This design comes from an exercise in tuning for small area, a short achievable clock period and few clock cycles on the open sky130 flow, not from production work. In this exercise RTL edits were held to simulation tests only and were not proved equivalent to the original. Power is estimated from default activity; no workload was simulated.

[flow/design.v]
`timescale 1ns/10ps
module dma_backend #(
  parameter int unsigned MaxOut = 4    
) (
  input  logic        clk_i,
  input  logic        rst_ni,
  input  logic        valid_i,
  input  logic [31:0] req_src_i,
  input  logic [31:0] req_dst_i,
  input  logic [31:0] req_num_bytes_i,
  input  logic        req_serialize_i,
  output logic        ready_o,
  output logic [31:0] ar_addr_o,
  output logic [7:0]  ar_len_o,
  output logic        ar_valid_o,
  input  logic        ar_ready_i,
  output logic [31:0] aw_addr_o,
  output logic [7:0]  aw_len_o,
  output logic        aw_valid_o,
  input  logic        aw_ready_i,
  output logic [31:0] w_data_o,
  output logic        w_last_o,
  output logic        w_valid_o,
  input  logic        w_ready_i,
  input  logic [31:0] r_data_i,
  input  logic        r_last_i,
  input  logic        r_valid_i,
  output logic        r_ready_o,
  input  logic        b_valid_i,
  output logic        b_ready_o,
  output logic        backend_idle_o,
  output logic        trans_complete_o
);
  localparam int unsigned BPtrW = (MaxOut > 1) ? $clog2(MaxOut) : 1;
  logic              free_q;     
  logic              rdy_q;      
  logic              free_d;
  logic              calc_q;     
  logic              ser_q;      
  logic              ar_vld_q;
  logic              aw_vld_q;
  logic [29:0]       src_q;
  logic [29:0]       dst_q;
  logic [29:0]       left_q;
  logic [3:0]        len_q;      
  logic              last_q;     
  logic              ge16;       
  logic              gt16;       
  logic [3:0]        cap_s;
  logic [3:0]        cap_d;
  logic [3:0]        cap_l;
  logic [3:0]        cap_lr;
  logic              s_le_d;
  logic              s_le_l;
  logic              d_le_l;
  logic              l_le_s;
  logic              l_le_d;
  logic [3:0]        len_d;
  logic              last_d;
  logic              src_c4;
  logic              dst_c4;
  logic              left_b5;
  logic [29:4]       src_tg;     
  logic [29:4]       dst_tg;
  logic [29:5]       left_tg;
  logic [3:0]        src_lo_nx;
  logic [3:0]        dst_lo_nx;
  logic [4:0]        left_lo_nx;
  logic              req_nz;
  logic              accept;
  logic              issue;
  logic              advance;
  logic              ar_vld_d;
  logic              aw_vld_d;
  logic              bl_mem_q [MaxOut];
  logic [BPtrW:0]    bl_wp_q;
  logic [BPtrW:0]    bl_rp_q;
  logic [BPtrW:0]    bl_wp_inc;
  logic [BPtrW:0]    bl_rp_inc;
  logic              bl_full;
  logic              bl_empty;
  logic              b_fire;
  logic [BPtrW:0]    bl_wp_d;
  logic [BPtrW:0]    bl_rp_d;
  logic              cmp_q;
  logic              cmp_d;
  logic              busy_q;     
  logic              ser_ok;
  assign ge16   = |left_q[29:4];
  assign gt16   = (|left_q[29:5]) | (left_q[4] & (|left_q[3:0]));
  assign cap_s  = (&src_q[9:4]) ? ~src_q[3:0] : 4'hf;
  assign cap_d  = (&dst_q[9:4]) ? ~dst_q[3:0] : 4'hf;
  assign cap_lr = left_q[3:0] - 4'd1;
  assign cap_l  = ge16 ? 4'hf : cap_lr;
  assign s_le_d = (cap_s <= cap_d);
  assign s_le_l = ge16 | (cap_s <= cap_lr);
  assign d_le_l = ge16 | (cap_d <= cap_lr);
  assign l_le_s = ge16 ? (cap_s == 4'hf) : (cap_lr <= cap_s);
  assign l_le_d = ge16 ? (cap_d == 4'hf) : (cap_lr <= cap_d);
  assign len_d  = (s_le_d & s_le_l) ? cap_s : (~s_le_d & d_le_l) ? cap_d : cap_l;
  assign last_d = ~gt16 & l_le_s & l_le_d;
  assign src_c4  = (len_q >= ~src_q[3:0]);
  assign dst_c4  = (len_q >= ~dst_q[3:0]);
  assign left_b5 = ({1'b0, left_q[3:0]} <= {1'b0, len_q}) & ~left_q[4];
  always_comb begin
    for (int i = 4; i < 30; i++) begin
      src_tg[i] = src_c4 & (&(src_q | ~((30'd1 << i) - 30'd16)));
      dst_tg[i] = dst_c4 & (&(dst_q | ~((30'd1 << i) - 30'd16)));
    end
    for (int i = 5; i < 30; i++) begin
      left_tg[i] = left_b5 & ~(|(left_q & ((30'd1 << i) - 30'd32)));
    end
  end
  assign src_lo_nx  = src_q[3:0] + len_q + 4'd1;
  assign dst_lo_nx  = dst_q[3:0] + len_q + 4'd1;
  assign left_lo_nx = left_q[4:0] - {1'b0, len_q} - 5'd1;
  assign req_nz  = |req_num_bytes_i[31:2];
  assign accept  = rdy_q & valid_i & req_nz;
  assign ser_ok  = ~ser_q | bl_empty;
  assign issue   = calc_q & ~bl_full & ser_ok;
  assign advance = ~free_q & ~calc_q & ~ar_vld_q & ~aw_vld_q;
  assign ar_vld_d = issue | (ar_vld_q & ~ar_ready_i);
  assign aw_vld_d = issue | (aw_vld_q & ~aw_ready_i);
  always_comb begin
    free_d = free_q;
    if (free_q) begin
      free_d = ~accept;
    end else if (ar_vld_q | aw_vld_q) begin
      free_d = last_q & ~ar_vld_d & ~aw_vld_d;
    end
  end
  always_ff @(posedge clk_i or negedge rst_ni) begin
    if (!rst_ni) begin
      free_q   <= 1'b1;
      rdy_q    <= 1'b0;
      calc_q   <= 1'b0;
      ar_vld_q <= 1'b0;
      aw_vld_q <= 1'b0;
    end else begin
      free_q   <= free_d;
      rdy_q    <= free_d;
      ar_vld_q <= ar_vld_d;
      aw_vld_q <= aw_vld_d;
      if (free_q) begin
        calc_q <= accept;
      end else if (calc_q) begin
        calc_q <= ~issue;
      end else if (!ar_vld_q && !aw_vld_q) begin
        calc_q <= 1'b1;
      end
    end
  end
  always_ff @(posedge clk_i) begin
    if (free_q) begin
      src_q  <= req_src_i[31:2];
      dst_q  <= req_dst_i[31:2];
      left_q <= req_num_bytes_i[31:2];
      ser_q  <= req_serialize_i;
    end else if (advance) begin
      src_q[3:0]  <= src_lo_nx;
      dst_q[3:0]  <= dst_lo_nx;
      left_q[4:0] <= left_lo_nx;
      for (int i = 4; i < 30; i++) begin
        if (src_tg[i]) src_q[i] <= ~src_q[i];
        if (dst_tg[i]) dst_q[i] <= ~dst_q[i];
      end
      for (int i = 5; i < 30; i++) begin
        if (left_tg[i]) left_q[i] <= ~left_q[i];
      end
    end else if (issue) begin
      ser_q  <= 1'b0;
    end
    if (issue) begin
      len_q  <= len_d;
      last_q <= last_d;
    end
  end
  assign ar_addr_o  = {src_q, 2'b00};
  assign aw_addr_o  = {dst_q, 2'b00};
  assign ar_len_o   = {4'd0, len_q};
  assign aw_len_o   = {4'd0, len_q};
  assign ar_valid_o = ar_vld_q;
  assign aw_valid_o = aw_vld_q;
  assign ready_o    = rdy_q;
  assign b_ready_o = 1'b1;
  assign bl_full   = (bl_wp_q == (bl_rp_q ^ {1'b1, BPtrW'(0)}));
  assign bl_empty  = (bl_wp_q == bl_rp_q);
  assign bl_wp_inc = bl_wp_q + 1'b1;
  assign bl_rp_inc = bl_rp_q + 1'b1;
  assign b_fire    = b_valid_i & ~bl_empty;
  assign cmp_d     = b_fire & bl_mem_q[bl_rp_q[BPtrW-1:0]];
  assign bl_wp_d   = issue ? bl_wp_inc : bl_wp_q;
  assign bl_rp_d   = b_fire ? bl_rp_inc : bl_rp_q;
  always_ff @(posedge clk_i or negedge rst_ni) begin
    if (!rst_ni) begin
      bl_wp_q  <= '0;
      bl_rp_q  <= '0;
      cmp_q    <= 1'b0;
      busy_q   <= 1'b0;
    end else begin
      bl_wp_q  <= bl_wp_d;
      bl_rp_q  <= bl_rp_d;
      cmp_q    <= cmp_d;
      busy_q   <= ~free_d | (bl_wp_d != bl_rp_d);
    end
  end
  always_ff @(posedge clk_i) begin
    for (int unsigned i = 0; i < MaxOut; i++) begin
      if (issue && bl_wp_q[BPtrW-1:0] == BPtrW'(i)) begin
        bl_mem_q[i] <= last_d;
      end
    end
  end
  assign trans_complete_o = cmp_q;
  assign backend_idle_o   = ~busy_q;
  logic              w_vld_q;
  logic [32:0]       w_q;
  logic              skid_vld_q;
  logic              skid_vld_d;
  logic              r_rdy_q;    
  logic [32:0]       skid_q;
  logic              out_free;
  logic              r_fire;
  assign out_free = ~w_vld_q | w_ready_i;
  assign r_fire   = r_valid_i & r_rdy_q;
  assign skid_vld_d = skid_vld_q ? ~out_free : (r_fire & ~out_free);
  always_ff @(posedge clk_i or negedge rst_ni) begin
    if (!rst_ni) begin
      w_vld_q    <= 1'b0;
      skid_vld_q <= 1'b0;
      r_rdy_q    <= 1'b0;
    end else begin
      w_vld_q    <= ~out_free | skid_vld_q | r_fire;
      skid_vld_q <= skid_vld_d;
      r_rdy_q    <= ~skid_vld_d;
    end
  end
  always_ff @(posedge clk_i) begin
    if (!skid_vld_q) begin
      skid_q <= {r_last_i, r_data_i};
    end
    if (out_free) begin
      w_q <= skid_vld_q ? skid_q : {r_last_i, r_data_i};
    end
  end
  assign w_valid_o = w_vld_q;
  assign w_data_o  = w_q[31:0];
  assign w_last_o  = w_q[32];
  assign r_ready_o = r_rdy_q;
endmodule
[flow/flow/run.sh]
#!/bin/bash
# standard layout; timing repair aims below the clock period, ports buffered with buf_1
bash standard.sh SETUP_SLACK_MARGIN=5.7 "BUFFER_PORTS_ARGS=-buffer_cell sky130_fd_sc_hd__buf_1" finish > standard.log 2>&1
[flow/standard.sh]
#!/bin/bash
# synth_recipe.tcl (not shown) runs the flow's synth.tcl, then flattens the netlist and writes it again
# the make line also repeats each setting of config.mk as NAME=value (left out here)
make -C /OpenROAD-flow-scripts/flow DESIGN_CONFIG=/design/flow/config.mk WORK_HOME=/design/flow/orfs CLKGATE_MAP_FILE= SYNTH_SCRIPT=/design/flow/synth_recipe.tcl "${@:-finish}"
[flow/config.mk]
export PLATFORM = sky130hd
export DESIGN_NAME = dma_backend
export DESIGN_NICKNAME = dma_backend
export VERILOG_FILES = /design/flow/design.v
export SDC_FILE = /design/flow/constraint.sdc
export NUM_CORES = 4
export LEC_CHECK = 0
export CAP_MARGIN = 20
export CORE_MARGIN = 2
export CORE_UTILIZATION = 65
export PLACE_DENSITY = 0.75
export SLEW_MARGIN = 20
[flow/constraint.sdc]
create_clock -name core_clock -period 8.5 [get_ports {clk_i}]
set_input_delay 1.7000 -clock core_clock [delete_from_list [all_inputs] [get_ports {clk_i}]]
set_output_delay 1.7000 -clock core_clock [all_outputs]
set_load 0.01 [all_outputs]
==> summary.md, run 1 <==
| Metric | Value |
|---|---|
| CP Launch Type | register |
| Clock buffer count from CTS | 17 |
| Total GRT Usage | 30.6% |
| Synth Cell Area | 8930 um^2 |
| Vias | 7,251 |
| Clock latency (worst-skew pair) | 0.44 ns |
| Setup CP Type | reg -> reg |
| Worst path arrival time | 3.18 ns |
| Routability cong. | 0.909 |
| Initial antenna violation count | 0 |
| Drt first pass iters | 6 |
| FF/Latch Area | 5060 um^2 |
| Final nets | 1,221 |
| Worst VDD drop | 0.193 mV |
| Die Wd | 121 um |
| Post-Route WL | 22,900 um |
| Share of layout cells above drive strength 1 | 17.2% |
| First-pass GRT wire length | 34,800 um |
| Post-synth EDFFs | 133 |
| Hpwl dp | 15,900 um |
| FF-to-FF setup slack | 5.60 ns |
| Layout Area Growth over Synthesis | 22.7% |
| Fillers | 816 |
| #FFs+latches synth | 182 |
| Worst slew margin | 39.4% |
| Min-delay worst type | reg -> reg |
| Hold path startpoint | skid_q[17] |
| Clock Pin Slew Worst Setup and Hold Paths | 0.07 ns |
| Ys Warns | 2 |
| Placed instance count | 1,170 |
| Design Area, Final | 11,000 um^2 |
| Wire per inst | 18.5 um |
| Vias in the first global route | 7,220 |
| Crit share post-route | 34.2% |
| R2r startpoint | dst_q[5] |
| FP Rows | 42 |
| Clk_skew | 0.00853 ns |
| Status | no timing/DRC/antenna violations |
| Setup TNS | 0 ns |
| WHS Endpoint | skid_q[17] |
| Post-synthesis sequential area ratio | 56.6% |
| Placed inst area | 9860 um^2 |
| MaxCap Viol Count | 0 |
| CP max stage delay | 0.50 ns |
| Asr flop ratio synth | 8.79% |
| Post-synthesis cell count | 798 |
| Vias per Instance | 5.86 |
| CTS Sinks | 182 |
| Initial Util | 66.9% |
| Pins Over Slew Limit | 0 |
| Worst-path cell chain | nand4_1, buf_6, nor2_4, buf_4, nand2_1, inv_1, ha_4, nand3_2, nor2_1, a21oi_1, or4b_4, mux2_4, o221ai_2 |
| Io pins | 259 |
| Worst reg2reg path endpoint | len_q[2] |
| Area occupied by multi-input gates | 3770 um^2 |
| Synth unique cells | 59 |
| LEAKAGE | 4.23 nW |
| Antenna-violating nets left | 0 |
| Largest net degree at the start of global routing | 114 |
| # hold bufs at CTS | 0 |
| Critical path's slowest cell | or4b_4 |
| Mean area per synthesized cell | 11.2 um^2 |
| Final hold vios | 0 |
| Power per cell area | 368 nW/um^2 |
| Number of diodes | 0 |
| Worst path buffer plus inverter count | 3 |
| Worst R2R Path Depth | 13 |
| RSZ-0062 raised after global routing | true |
| Worst-Margin Slew | 0.909 ns |
| Deepest clock path buffer count | 2 |
| Tmin final | 2.90 ns |
| H-tree depth | 4 |
| Die ar. | 14,700 um^2 |
| Max Clk Rate | 344 MHz |
| Residual DRC | 0 |
| CP delay by family, top | simple AND/OR/NAND/NOR gates |
| CTS tree | yes |
| Synth Flop Type | edfxtp_1 |
| Root Buffer Master | clkbuf_16 |
| Setup violators final | 0 |
| Die Height | 121 um |
| Critical path endpoint category | register |
| Critical Path RT | 8.78 ns |
| CP max FO | 4 |
| Core area | 13,300 um^2 |
| WHS Path Cells | 1 |
| Starting DRT DRC Count | 575 |
| GRT overflow | 0 |
| Number of buffers added on ports | 239 |
| Final Non-Filler Cells | 1,237 |
## stage by stage
stage / worst slack [ns] / util, % / power [W] / hold WS, ns
2_1_floorplan: 5.71 / - / 0.00259 / 0.446
3_3_place_gp: 5.08 / 73.9 / 0.00295 / 0.451
3_5_place_dp: 4.94 / 73.9 / 0.00304 / 0.460
4_1_cts: 5.67 / 79.6 / 0.00388 / 0.480
5_1_grt: 5.48 / 82.1 / 0.00429 / 0.493
6_report: 5.60 / 82.1 / 0.00404 / 0.475
## cell type report
type                            instances  share of cell area, %
Clock buffer                           17                   3.88
Clock inverter                         15                   1.46
Inverter                               32                   1.10
Multi-Input combinational cell        538                   34.4
Sequential cell                       182                   46.2
Tap cell                              176                   2.01
Timing Repair Buffer                  277                   11.0
## layer usage
metal	share of wire [%]	global-route usage (%)
met1	37	36.1
met2	52	53.2
met3	8.1	9.07
met4	2.5	11.2
met5	0	0
## kinds of logic (layout without fill, tap and decap cells)
kind of cell    Yosys count  after routing  synth area share (%)
simple gates            239            239                  13.2
other cells               2             13                0.0841
compound gates          187            187                  12.8
flops                   182            182                  56.6
mux                      44             44                  5.55
xor+xnor                 19             19                  2.02
fa+ha+maj                36             36                  5.27
buf+inv                  89            341                  4.46
## registers in the layout (all words and copies together), names as in the netlist, 3 cells and up
| register | flops |
|---|---|
| bl_mem_q | 4 |
| bl_rp_q | 3 |
| bl_wp_q | 3 |
| dst_q | 30 |
| left_q | 30 |
| len_q | 4 |
| skid_q | 33 |
| src_q | 30 |
| w_q | 33 |
## cell usage after synthesis, drive strengths merged (4+ instances only)
master | n | area share [%]
dfxtp | 33 | 7.4
a21oi | 19 | 1.1
nor4 | 12 | 1.0
dfrtp | 15 | 4.2
nand3 | 17 | 0.95
buf | 20 | 1.6
a31o | 6 | 0.59
nor2 | 11 | 0.46
nand2 | 126 | 5.3
and3 | 7 | 0.49
nand2b | 4 | 0.28
xor2 | 10 | 0.98
o21ai | 110 | 6.2
edfxtp | 133 | 45
a21o | 14 | 1.2
or2 | 13 | 0.91
mux2 | 41 | 5.2
nand4 | 9 | 0.63
o31ai | 8 | 0.67
nor3 | 8 | 0.50
o41ai | 8 | 0.78
ha | 32 | 4.5
inv | 31 | 1.3
a41o | 6 | 0.67
xnor2 | 8 | 0.78
and2 | 10 | 0.70
clkbuf | 37 | 1.6
and4 | 5 | 0.49
or3 | 8 | 0.56
## layout by cell type, fill, tap and decap left out, types with 6 or more instances in the layout
cell and count:
or2_2 12, nor2_1 9, edfxtp_1 133, inv_1 29
nand3_1 16, nand2_1 124, xnor2_1 8, buf_1 233
nor4_1 6, a21o_1 14, or3_1 7, clkbuf_16 17
conb_1 13, dfrtp_1 15, nand4_1 9, dfxtp_1 33
buf_4 37, xor2_1 10, and3_1 6, a31o_2 6
mux2_2 40, nor3_1 6, a41o_1 6, o21ai_0 109
ha_1 27, and2_1 6, a21oi_1 16
## timing repair
item	in CTS	in global routing
buffers inserted	15	20
resized for setup	15	38
pin swaps	4	9
setup endpoints to repair	39	44
## power breakdown
group          internal (W)  switching (W)
registers           0.00141       0.000308
logic              0.000632       0.000913
clock network      0.000393       0.000382
total               0.00243        0.00160
## worst register-to-register path, stage by stage (launching register included)
cell	delay (ns)
edfxtp_1	0.41
nand4_1	0.13
buf_6	0.15
nor2_4	0.16
buf_4	0.15
nand2_1	0.07
inv_1	0.14
ha_4	0.23
nand3_2	0.09
nor2_1	0.05
a21oi_1	0.17
or4b_4	0.50
mux2_4	0.32
o221ai_2	0.19
## worst max path at each step
stage,to,startpoint,cells after the start
2_1_floorplan,len_q[2],dst_q[4],11
3_5_place_dp,bl_mem_q[2],dst_q[4],10
6_report,len_q[2],dst_q[5],13
5_1_grt,len_q[2],dst_q[4],13
4_1_cts,aw_len_o[3],len_q[3],1
3_3_place_gp,bl_mem_q[0],dst_q[4],10
Testbench counts, summed over its fixed seeds: cycles 36,136.
==> inputs of run 2 (changes only) <==
==> flow/flow/run.sh (replaced) <==
#!/bin/bash
# standard layout; timing repair aims below the clock period, ports buffered with buf_1
bash standard.sh SETUP_SLACK_MARGIN=5.5 "BUFFER_PORTS_ARGS=-buffer_cell sky130_fd_sc_hd__buf_1" finish > standard.log 2>&1
==> run 2 against run 1 <==
Compared with the run above:
- sequential cell count did not move
- clock power rose by 3.6%
- worst hold slack got worse by 0.0022 ns
- critical path depth fell by 3
- routed wire length fell by 6.3%
- non-clock buffer count fell by 16
- fmax fell by 5.0%
- cell area fell by 2.1%
- combinational power fell by 8%
- die area did not move
- via count fell by 2.1%
- power fell by 2.2%
==> summary.md, run 2 <==
| Metric | Value |
|---|---|
| Status | no timing/DRC/antenna violations (unchanged) |
| Final nets | 1,205 (was 1,221) |
| Setup CP Type | reg -> reg (unchanged) |
| Post-synthesis cell count | 798 (unchanged) |
| Critical Path Sink | len_q[1] (was len_q[2]) |
| CTS Sinks | 182 (unchanged) |
| Die ar. | 14,700 um^2 (unchanged) |
| Synth Cell Area | 8930 um^2 (unchanged) |
| Io pins | 259 (unchanged) |
| Post-synth top cells | edfxtp_1 (133), nand2_1 (126), o21ai_0 (110), mux2_2 (40), clkbuf_1 (37) (unchanged) |
| Initial Util | 66.9% (unchanged) |
| Most frequent cells in the layout | buf_1 (239), edfxtp_1 (133), nand2_1 (126), o21ai_0 (110), mux2_2 (40) (was buf_1 (233), edfxtp_1 (133), nand2_1 (124), o21ai_0 (109), mux2_2 (40)) |
| Crit share post-route | 36.0% (was 34.2%) |
| Antenna-violating nets left | 0 (unchanged) |
| Total GRT Usage | 28.2% (was 30.6%) |
| Synth Flop Type | edfxtp_1 (unchanged) |
| Clk_skew | 0.0104 ns (was 0.00853 ns) |
| Power per cell area | 368 nW/um^2 (about the same) |
| FP Rows | 42 (unchanged) |
| Initial antenna violation count | 0 (unchanged) |
| Final hold vios | 0 (unchanged) |
| Synth unique cells | 59 (unchanged) |
| Most common cell after layout, fill and taps aside | buf_1 (unchanged) |
| Drt first pass iters | 6 (unchanged) |
| CP max FO | 5 (was 4) |
| Critical path startpoint | dst_q[5] (unchanged) |
| Largest net degree at the start of global routing | 107 (was 114) |
| Routability cong. | 0.877 (was 0.909) |
| Asr flop ratio synth | 8.79% (unchanged) |
| Share of layout cells above drive strength 1 | 13.6% (was 17.2%) |
| Setup TNS | 0 ns (unchanged) |
| Max Clk Rate | 327 MHz (was 344 MHz) |
| Hpwl dp | 15,000 um (was 15,900 um) |
| Synth top area cells | edfxtp_1 (45%), dfxtp_1 (7.4%), o21ai_0 (6.2%) (unchanged) |
| Clock latency (worst-skew pair) | 0.43 ns (was 0.44 ns) |
| Residual DRC | 0 (unchanged) |
| Tmin final | 3.06 ns (was 2.90 ns) |
| LEAKAGE | 4.13 nW (was 4.23 nW) |
| Min-delay worst type | reg -> reg (unchanged) |
| Core area | 13,300 um^2 (unchanged) |
| Die Wd | 121 um (unchanged) |
| H-tree depth | 4 (unchanged) |
| Root Buffer Master | clkbuf_16 (unchanged) |
| Deepest clock path buffer count | 2 (unchanged) |
| Largest area contributor in the netlist | edfxtp_1 (unchanged) |
| Worst slew margin | 40.3% (was 39.4%) |
| First-pass GRT wire length | 32,400 um (was 34,800 um) |
| #FFs+latches synth | 182 (unchanged) |
| Vias per Instance | 5.81 (was 5.86) |
| Number of diodes | 0 (unchanged) |
| CP Launch Type | register (unchanged) |
| Layout Area Growth over Synthesis | 20.2% (was 22.7%) |
| Worst R2R Path Depth | 10 (was 13) |
| CTS tree | yes (unchanged) |
| Pins Over Slew Limit | 0 (unchanged) |
| Die Height | 121 um (unchanged) |
| Ys Warns | 2 (unchanged) |
| Post-Route WL | 21,400 um (was 22,900 um) |
| MaxCap Viol Count | 0 (unchanged) |
| FF-to-FF setup slack | 5.44 ns (was 5.60 ns) |
| Critical Path RT | 8.75 ns (was 8.78 ns) |
| GRT overflow | 0 (unchanged) |
| Largest regs | skid_q (33), w_q (33) (unchanged) |
| R2r startpoint | dst_q[5] (unchanged) |
| Starting DRT DRC Count | 603 (was 575) |
| Clock Pin Slew Worst Setup and Hold Paths | 0.07 ns (about the same) |
| Worst-Margin Slew | 0.895 ns (was 0.909 ns) |
| Vias | 7,100 (was 7,251) |
| Count leader, synth | edfxtp_1 (unchanged) |
| Number of buffers added on ports | 239 (unchanged) |
| Clock buffer count from CTS | 17 (unchanged) |
| Worst path arrival time | 3.31 ns (was 3.18 ns) |
| Wire per inst | 17.5 um (was 18.5 um) |
| Hold path startpoint | skid_q[21] (was skid_q[17]) |
| Vias in the first global route | 6,703 (was 7,220) |
| Setup violators final | 0 (unchanged) |
| RSZ-0062 raised after global routing | true (unchanged) |
| Total power | 0.00395 W (was 0.00404 W) |
| Worst reg2reg path endpoint | len_q[1] (was len_q[2]) |
| Synth top area share | 44.7% (unchanged) |
| Critical path endpoint category | register (unchanged) |
| Post-synth EDFFs | 133 (unchanged) |
| Worst VDD drop | 0.349 mV (was 0.193 mV) |
| Post-synthesis sequential area ratio | 56.6% (unchanged) |
| Mean area per synthesized cell | 11.2 um^2 (unchanged) |
[run 2: cell families after synthesis]
| group | after synthesis | share of synthesized area, % |
|---|---|---|
| flip-flops | 182 | 56.6 |
| buffers and inverters | 89 | 4.46 |
| other | 2 | 0.0841 |
| AND/OR/NAND/NOR | 239 | 13.2 |
| adder cells (fa/ha/maj) | 36 | 5.27 |
| AO/OA/AOI/OAI | 187 | 12.8 |
| XOR/XNOR | 19 | 2.02 |
| multiplexers | 44 | 5.55 |
[run 2: final cells by class]
class | count | area [um^2]
timing repair buffer | 261 | 1070
inverter | 32 | 120
multi-input combinational | 538 | 3650
sequential | 182 | 5060
clock inverter | 11 | 130
clock buffer | 21 | 482
fill | 862 | 2620
tap | 176 | 220
[run 2: how the worst min path moves through the flow]
stage	end	cells after the start
3_3_place_gp	skid_q[21]	1
6_report	skid_q[21]	1
3_5_place_dp	skid_q[21]	1
4_1_cts	skid_q[21]	1
2_1_floorplan	skid_q[23]	1
5_1_grt	skid_q[16]	1
[run 2: critical path, stage by stage, from the launching register on]
cell and delay (ns):
edfxtp_1 0.39, nand4_1 0.28, nor3_1 0.41, inv_1 0.16, ha_1 0.29, nand3_1 0.11
nor2_1 0.07, a21oi_2 0.18, or4b_4 0.50, mux2_4 0.32, o221ai_2 0.18
[run 2: through the flow]
step,setup WS (ns),util [%],hold slack (ns),cells,instance area (um^2)
6_report,5.44,80.4,0.473,1221,10700
5_1_grt,5.23,80.4,0.488,1221,10700
4_1_cts,5.50,78.8,0.475,1206,10500
3_5_place_dp,5.00,73.8,0.459,1170,9840
3_3_place_gp,4.95,73.8,0.451,1170,9840
2_1_floorplan,5.52,-,0.446,809,8980
[run 2: layer usage]
layer  wire [um]  vias up  global-route usage (%)
met3        1590       26                    5.92
met4         256        0                    9.41
li1            -     3348                       -
met2       10900      342                    47.8
met1        8620     3384                    36.4
met5           0        -                       0
[run 2: what timing repair did]
item                       in CTS  in global routing
pin swaps                       2                  9
hold buffers                    0                  0
setup buffers                   4                 15
gates resized for setup         6                 19
setup endpoints to repair      17                 25
[run 2: power breakdown]
| group | total [W] | leakage [nW] | switching [W] | internal [W] |
|---|---|---|---|---|
| clock | 0.000802 | 0.301 | 0.000353 | 0.000449 |
| sequential | 0.00173 | 1.75 | 0.000321 | 0.00141 |
| combinational | 0.00142 | 2.07 | 0.000849 | 0.000566 |
| total | 0.00395 | 4.13 | 0.00152 | 0.00243 |

[static timing again, ports no longer ideal]
Ports are ideal in the flow. The routed layouts listed here were re-timed in OpenROAD. Step 1 sets driving cells, clkbuf_16 on the clock port and buf_2 on the other inputs (assumed; they add their load-dependent delay and slew). Step 2 moves the port delays by t, midway between the first and last clock arrival at a register: inputs arrive t later, outputs are due t later. That takes back most of the time a late clock gives input paths. a / b / c = ideal ports / drivers / drivers and shift; a / b = the first two.
run	t (ns)	slack for setup (ns)	worst setup path at the end	latest minus earliest clock arrival (ns)	worst data-port slew with drivers (ns)
run 1	0.476	5.595 / 5.595 / 5.347	input to register	0.009 / 0.009	0.07
run 2	0.465	5.441 / 5.441 / 5.136	input to register	0.011 / 0.010	0.06
After both steps every run listed still meets setup and hold. The setup slack of run 2, which loses most, moves by 0.000 ns with the drivers and by -0.305 ns with both steps.
